What follows belongs to an exercise in optimizing a design on an open flow for small area; a production flow would make more cautious choices.

Setup of before:
==> flow/design.v <==
package uart_alu_pkg;
  localparam int HEADER_BYTES = 4;
  localparam logic [7:0] OP_ECHO  = 8'hEC;
  localparam logic [7:0] OP_ADD32 = 8'hAD;
  localparam logic [7:0] OP_MUL32 = 8'h88;
  typedef enum logic [2:0] {
    ST_IDLE,
    ST_RSV,
    ST_LEN_LO,
    ST_LEN_HI,
    ST_PAYLOAD,
    ST_RESULT
  } state_e;
  function automatic logic [31:0] alu_apply(input logic [7:0]  op,
                                            input logic [31:0] acc,
                                            input logic [31:0] operand);
    alu_apply = (op == OP_MUL32) ? acc * operand : acc + operand;
  endfunction
endpackage
module uart_alu_top #(
  parameter int PRESCALE   = 33,
  parameter int DATA_WIDTH = 8
) (
  input  logic clk,
  input  logic rst,
  input  logic rxd,
  output logic txd
);
  logic [5:0] ph;    
  logic [1:0] c3;    
  logic       h;     
  logic       pend;  
  logic       hi;    
  assign pend = ph[5] && ph[3] && ph[1] && ph[0];
  assign hi   = ph[5];
  always_ff @(posedge clk) begin
    ph <= pend ? 6'd0 : ph + 6'd1;
    if (pend) begin
      if (c3 == 2'd2) begin
        c3 <= 2'd0;
        h  <= ~h;
      end else begin
        c3 <= c3 + 2'd1;
      end
    end
  end
  logic [43:0] a, b;
  logic        a_in, b_in;
  logic        db;     
  always_ff @(posedge clk) begin
    a  <= {a_in, a[43:1]};
    b  <= {b_in, b[43:1]};
    db <= b[0];
  end
  logic r_bit;
  always_comb begin
    unique case (ph[4:3])
      2'd0: r_bit = b[32];
      2'd1: r_bit = b[24];
      2'd2: r_bit = b[16];
      default: r_bit = b[8];
    endcase
  end
  localparam logic [3:0] RX_IDLE = 4'd0, RX_START = 4'd1, RX_STOP = 4'd2, RX_WAITH = 4'd3;
  logic [3:0] rx_st;
  logic       rx_ph;      
  logic       rx_pass;    
  logic       rx_samp;    
  logic       got;        
  assign rx_pass = (c3 == 2'd0) && (h == rx_ph);
  assign rx_samp = rx_pass && rx_st[3] && hi && !ph[3] && (ph[2:0] == rx_st[2:0]);
  assign got     = rx_pass && pend && (rx_st == RX_STOP) && rxd;
  always_ff @(posedge clk) begin
    if (rst) begin
      rx_st <= RX_IDLE;
    end else if (rx_st == RX_IDLE) begin
      if (!rxd) begin
        rx_st <= RX_START;
        rx_ph <= ~h;
      end
    end else if (rx_st == RX_WAITH) begin
      if (rxd) rx_st <= RX_IDLE;
    end else if (rx_pass && pend) begin
      if (rx_st == RX_START)      rx_st <= 4'd8;
      else if (rx_st == 4'd15)    rx_st <= RX_STOP;
      else if (rx_st == RX_STOP)  rx_st <= rxd ? RX_IDLE : RX_WAITH;
      else                        rx_st <= rx_st + 4'd1;
    end
  end
  localparam logic [2:0] P_OP = 3'd0, P_RSV = 3'd1, P_LLO = 3'd2, P_LHI = 3'd3,
                         P_PAY = 3'd4, P_RES = 3'd5;
  logic [2:0] pst;
  logic       bp;           
  logic       bp2;          
  logic       fe, fa, fm;   
  logic [1:0] idx;          
  logic       mul;          
  logic       lap;          
  logic       bk;           
  logic       ep;           
  logic       cy, brw;
  localparam logic [7:0] K_ECHO = 8'hEC, K_ADD = 8'hAD, K_MUL = 8'h88;
  logic op_pass, rsv_pass, llo_pass, lhi_pass, pay_pass, dec2;
  assign op_pass  = bp && (pst == P_OP);
  assign rsv_pass = bp && (pst == P_RSV);
  assign llo_pass = bp && (pst == P_LLO);
  assign lhi_pass = bp && (pst == P_LHI);
  assign pay_pass = bp && (pst == P_PAY);
  assign dec2     = bp2 && (pst == P_LHI || pst == P_PAY);
  logic lval, dsub, diff_a, bout_a, diff_b, bout_b;
  assign lval   = (lhi_pass && ph[3]) ? b[36] : a[0];
  assign dsub   = (ph[3:0] == 4'd0) || (lhi_pass && ph[3:0] == 4'd2);
  assign diff_a = lval ^ dsub ^ brw;
  assign bout_a = (!lval && (dsub || brw)) || (dsub && brw);
  assign diff_b = b[0] ^ brw;
  assign bout_b = !b[0] && brw;
  logic y, sum;
  always_comb begin
    if (pay_pass && fa) y = (ph[4:3] == idx) && r_bit;
    else if (mul)       y = bk && b[0];
    else                y = 1'b0;
  end
  assign sum = a[0] ^ y ^ cy;
  localparam logic [3:0] TX_IDLE = 4'd0, TX_START = 4'd1, TX_STOP = 4'd2;
  logic [3:0] tx_st;
  logic       txq;
  logic       tx_tick, req_res, req, tx_shift;
  assign tx_tick  = pend && h && (c3 == 2'd2);
  assign req_res  = (pst == P_RES) && !mul;
  assign req      = ep || req_res;
  assign tx_shift = !h && (c3 == 2'd0) && tx_st[3];
  assign txd      = txq;
  always_comb begin
    if (hi) begin
      if (llo_pass && !ph[3])          a_in = b[0];
      else if (lhi_pass || pay_pass)   a_in = diff_a;
      else                             a_in = a[0];
    end else begin
      if (tx_shift)                    a_in = (ph[4:0] != 5'd31) && a[1];
      else if (rsv_pass)               a_in = (ph[4:0] == 5'd0) && fm;
      else if (pay_pass && fe)         a_in = r_bit;
      else if (pay_pass && fm && idx == 2'd0) a_in = 1'b0;
      else                             a_in = sum;
    end
  end
  always_comb begin
    if (hi && !ph[3]) begin
      if (rx_samp)                     b_in = rxd;
      else if (mul)                    b_in = (ph[2:0] != 3'd7) && b[1];
      else                             b_in = b[0];
    end else if (hi) begin
      if (lhi_pass)                    b_in = b[40];
      else if (dec2)                   b_in = diff_b;
      else                             b_in = b[0];
    end else begin
      if (pay_pass && fm && idx == 2'd0) b_in = a[0];
      else if (mul)                    b_in = (ph[4:0] != 5'd0) && db;
      else                             b_in = b[0];
    end
  end
  always_ff @(posedge clk) begin
    cy <= hi ? 1'b0 : (a[0] & y) | (a[0] & cy) | (y & cy);
    if (hi && (lhi_pass || pay_pass))  brw <= bout_a;
    else if (hi && ph[3] && dec2)      brw <= bout_b;
    else if (!bp && !bp2)              brw <= 1'b0;
    if (pend) bk <= b[33];
    if (op_pass) begin
      if (ph == 6'd0) begin
        fe <= 1'b1; fa <= 1'b1; fm <= 1'b1;
      end else if (hi && !ph[3]) begin
        if (b[0] != K_ECHO[ph[2:0]]) fe <= 1'b0;
        if (b[0] != K_ADD[ph[2:0]])  fa <= 1'b0;
        if (b[0] != K_MUL[ph[2:0]])  fm <= 1'b0;
      end
    end
  end
  always_ff @(posedge clk) begin
    if (rst) begin
      pst   <= P_OP;
      bp    <= 1'b0;
      bp2   <= 1'b0;
      mul   <= 1'b0;
      lap   <= 1'b0;
      ep    <= 1'b0;
      tx_st <= TX_IDLE;
      txq   <= 1'b1;
    end else begin
      if (pend) begin
        bp  <= got;
        bp2 <= bp;
        if (pay_pass && fm) begin
          mul <= 1'b1;
          lap <= 1'b0;
        end else if (mul && c3 == 2'd0 && h != rx_ph) begin
          lap <= 1'b1;
          if (lap) mul <= 1'b0;
        end
        if (pay_pass && fe) ep <= 1'b1;
        if (bp2) begin
          unique case (pst)
            P_OP:  pst <= P_RSV;
            P_RSV: pst <= P_LLO;
            P_LLO: pst <= P_LHI;
            P_LHI: begin
              idx <= 2'd0;
              if (bout_b) pst <= (fa || fm) ? P_RES : P_OP;
              else     pst <= P_PAY;
            end
            P_PAY: begin
              if (bout_b) begin
                idx <= 2'd0;
                pst <= (fa || fm) ? P_RES : P_OP;
              end else begin
                idx <= idx + 2'd1;
              end
            end
            default: ;
          endcase
        end
      end
      if (tx_tick) begin
        unique case (tx_st)
          TX_IDLE, TX_STOP: begin
            if (req) begin
              txq   <= 1'b0;
              tx_st <= TX_START;
              ep    <= 1'b0;
              if (req_res) begin
                idx <= idx + 2'd1;
                if (idx == 2'd3) pst <= P_OP;
              end
            end else begin
              tx_st <= TX_IDLE;
            end
          end
          TX_START: begin
            txq   <= a[1];
            tx_st <= 4'd8;
          end
          4'd15: begin
            txq   <= 1'b1;
            tx_st <= TX_STOP;
          end
          default: begin
            txq   <= a[1];
            tx_st <= tx_st + 4'd1;
          end
        endcase
      end
    end
  end
endmodule
==> flow/config.mk <==
export PLATFORM = sky130hd
export DESIGN_NAME = uart_alu_top
export DESIGN_NICKNAME = uart_alu_top
export VERILOG_FILES = /design/flow/design.v
export SDC_FILE = /design/flow/constraint.sdc
export NUM_CORES = 4
export LEC_CHECK = 0
export CAP_MARGIN = 20
export CORE_MARGIN = 2
export CORE_UTILIZATION = 75
export SLEW_MARGIN = 20
==> flow/constraint.sdc <==
create_clock -name core_clock -period 10.0 [get_ports {clk}]
set_input_delay 2.0000 -clock core_clock [delete_from_list [all_inputs] [get_ports {clk}]]
set_output_delay 2.0000 -clock core_clock [all_outputs]
set_load 0.01 [all_outputs]
standard.sh (not shown) runs the stock make flow with config.mk's settings and CLKGATE_MAP_FILE= SYNTH_SCRIPT=/design/flow/synth_recipe.tcl, a recipe that flattens the netlist after the stock synthesis.
==> flow/flow/run.sh <==
#!/bin/bash
set -uo pipefail
WD=$(pwd)
RES=$WD/orfs/results/${FLOW_PLATFORM}/uart_alu_top/base
LIB=$FLOW_HOME/platforms/${FLOW_PLATFORM}/lib/sky130_fd_sc_hd__tt_025C_1v80.lib
YOSYS=$(command -v yosys || echo "$FLOW_HOME/../tools/install/yosys/bin/yosys")

# 1. standard synthesis only
bash standard.sh "$RES/1_2_yosys.v" > standard_synth.log 2>&1 || exit 1
cp "$RES/1_2_yosys.v" synth_standard.v

# 2. area re-map of the combinational logic
sed -e "s#@LIB@#$LIB#g" -e "s#@IN@#$WD/synth_standard.v#g" -e "s#@OUT@#$WD/synth_remap.v#g" \
    -e "s#@ABC@#$WD/flow/area.abc#g" -e "s#@TOP@#$FLOW_TOP#g" flow/remap.ys > remap.ys
"$YOSYS" -l remap.log -s remap.ys > /dev/null 2>&1 || exit 1
cp synth_remap.v "$RES/1_2_yosys.v"
touch "$RES/1_2_yosys.v"

# 3. the rest of the standard flow, with a lighter clock tree
export CTS_ARGS="-sink_clustering_enable -repair_clock_nets -buf_list sky130_fd_sc_hd__clkbuf_4 -dont_use_dummy_load"
bash standard.sh > standard.log 2>&1
==> flow/flow/area.abc <==
strash
&get -n
&st
&syn2
&dch -f
&nf -a -R 1000
&st
&syn2
&dch -f
&nf -a -R 1000
&put
==> flow/flow/remap.ys <==
# Re-map the combinational cells of the standard synthesis netlist for area.
# Sequential cells are black boxes, so registers pass through untouched.
read_liberty -ignore_miss_func @LIB@
blackbox =*__df* =*__edf* =*__sdf* =*__sedf* =*__dl* =*__sdl* =*lpflow*
read_verilog @IN@
hierarchy -top @TOP@
flatten
opt_clean -purge
abc -liberty @LIB@ -script @ABC@ -dont_use sky130_fd_sc_hd__probe_p_8 -dont_use sky130_fd_sc_hd__probec_p_8 -dont_use *lpflow*
opt_clean -purge
hierarchy -top @TOP@
delete =sky130_fd_sc_hd__*
rename -hide w:*.*
opt_clean -purge
stat
write_verilog -noattr -nohex -nodec @OUT@
before went all the way through the flow, and no timing, DRC or antenna check failed.
--- input diff before..after ---
- CORE_UTILIZATION now 60, was 75
[summary]
- On initial cell density of the core: between after and before, it ends up higher for before.
- after ended with less detailed-route wire length than before.
- Comparing after and before, the higher global-route usage is on before.
- Compared with before, in after largest driver fanout on the critical path stayed essentially flat; timing-limited maximum frequency rose by 1.3%; cell area after placement stayed essentially flat.
Function was not checked in any run of this note: the RTL went through the layout flow alone.

## afterwards: timing with drivers on the ports
How much do the figures lean on ideal ports? The routed layouts below were timed once more, with nothing changed but the port constraints.
Step 1 (the two cells are an assumption about what drives the block):
set clk [get_ports {clk}]
set_driving_cell -lib_cell sky130_fd_sc_hd__clkbuf_16 $clk
set_driving_cell -lib_cell sky130_fd_sc_hd__buf_2 [delete_from_list [all_inputs] $clk]
Step 2 moves the port delays by t, midway between the first and last clock arrival at a register: inputs arrive t later, outputs are due t later. That takes back most of the time a late clock gives input paths.
Three values: ideal, step 1, step 2; two values: the first two.
run	t (ns)	slack for setup (ns)	hold slack, ns	worst register clock-pin slew, ns	worst data-port slew with drivers (ns)
before	0.513	6.649 / 6.622 / 6.393	0.301 / 0.301 / 0.301	0.10 / 0.10	0.03
after	0.489	6.691 / 6.661 / 6.414	0.302 / 0.302 / 0.302	0.11 / 0.11	0.03
After both steps every run listed still meets setup and hold. For after, which loses most, drivers alone change the setup slack by -0.030 ns; drivers and shift together by -0.277 ns.
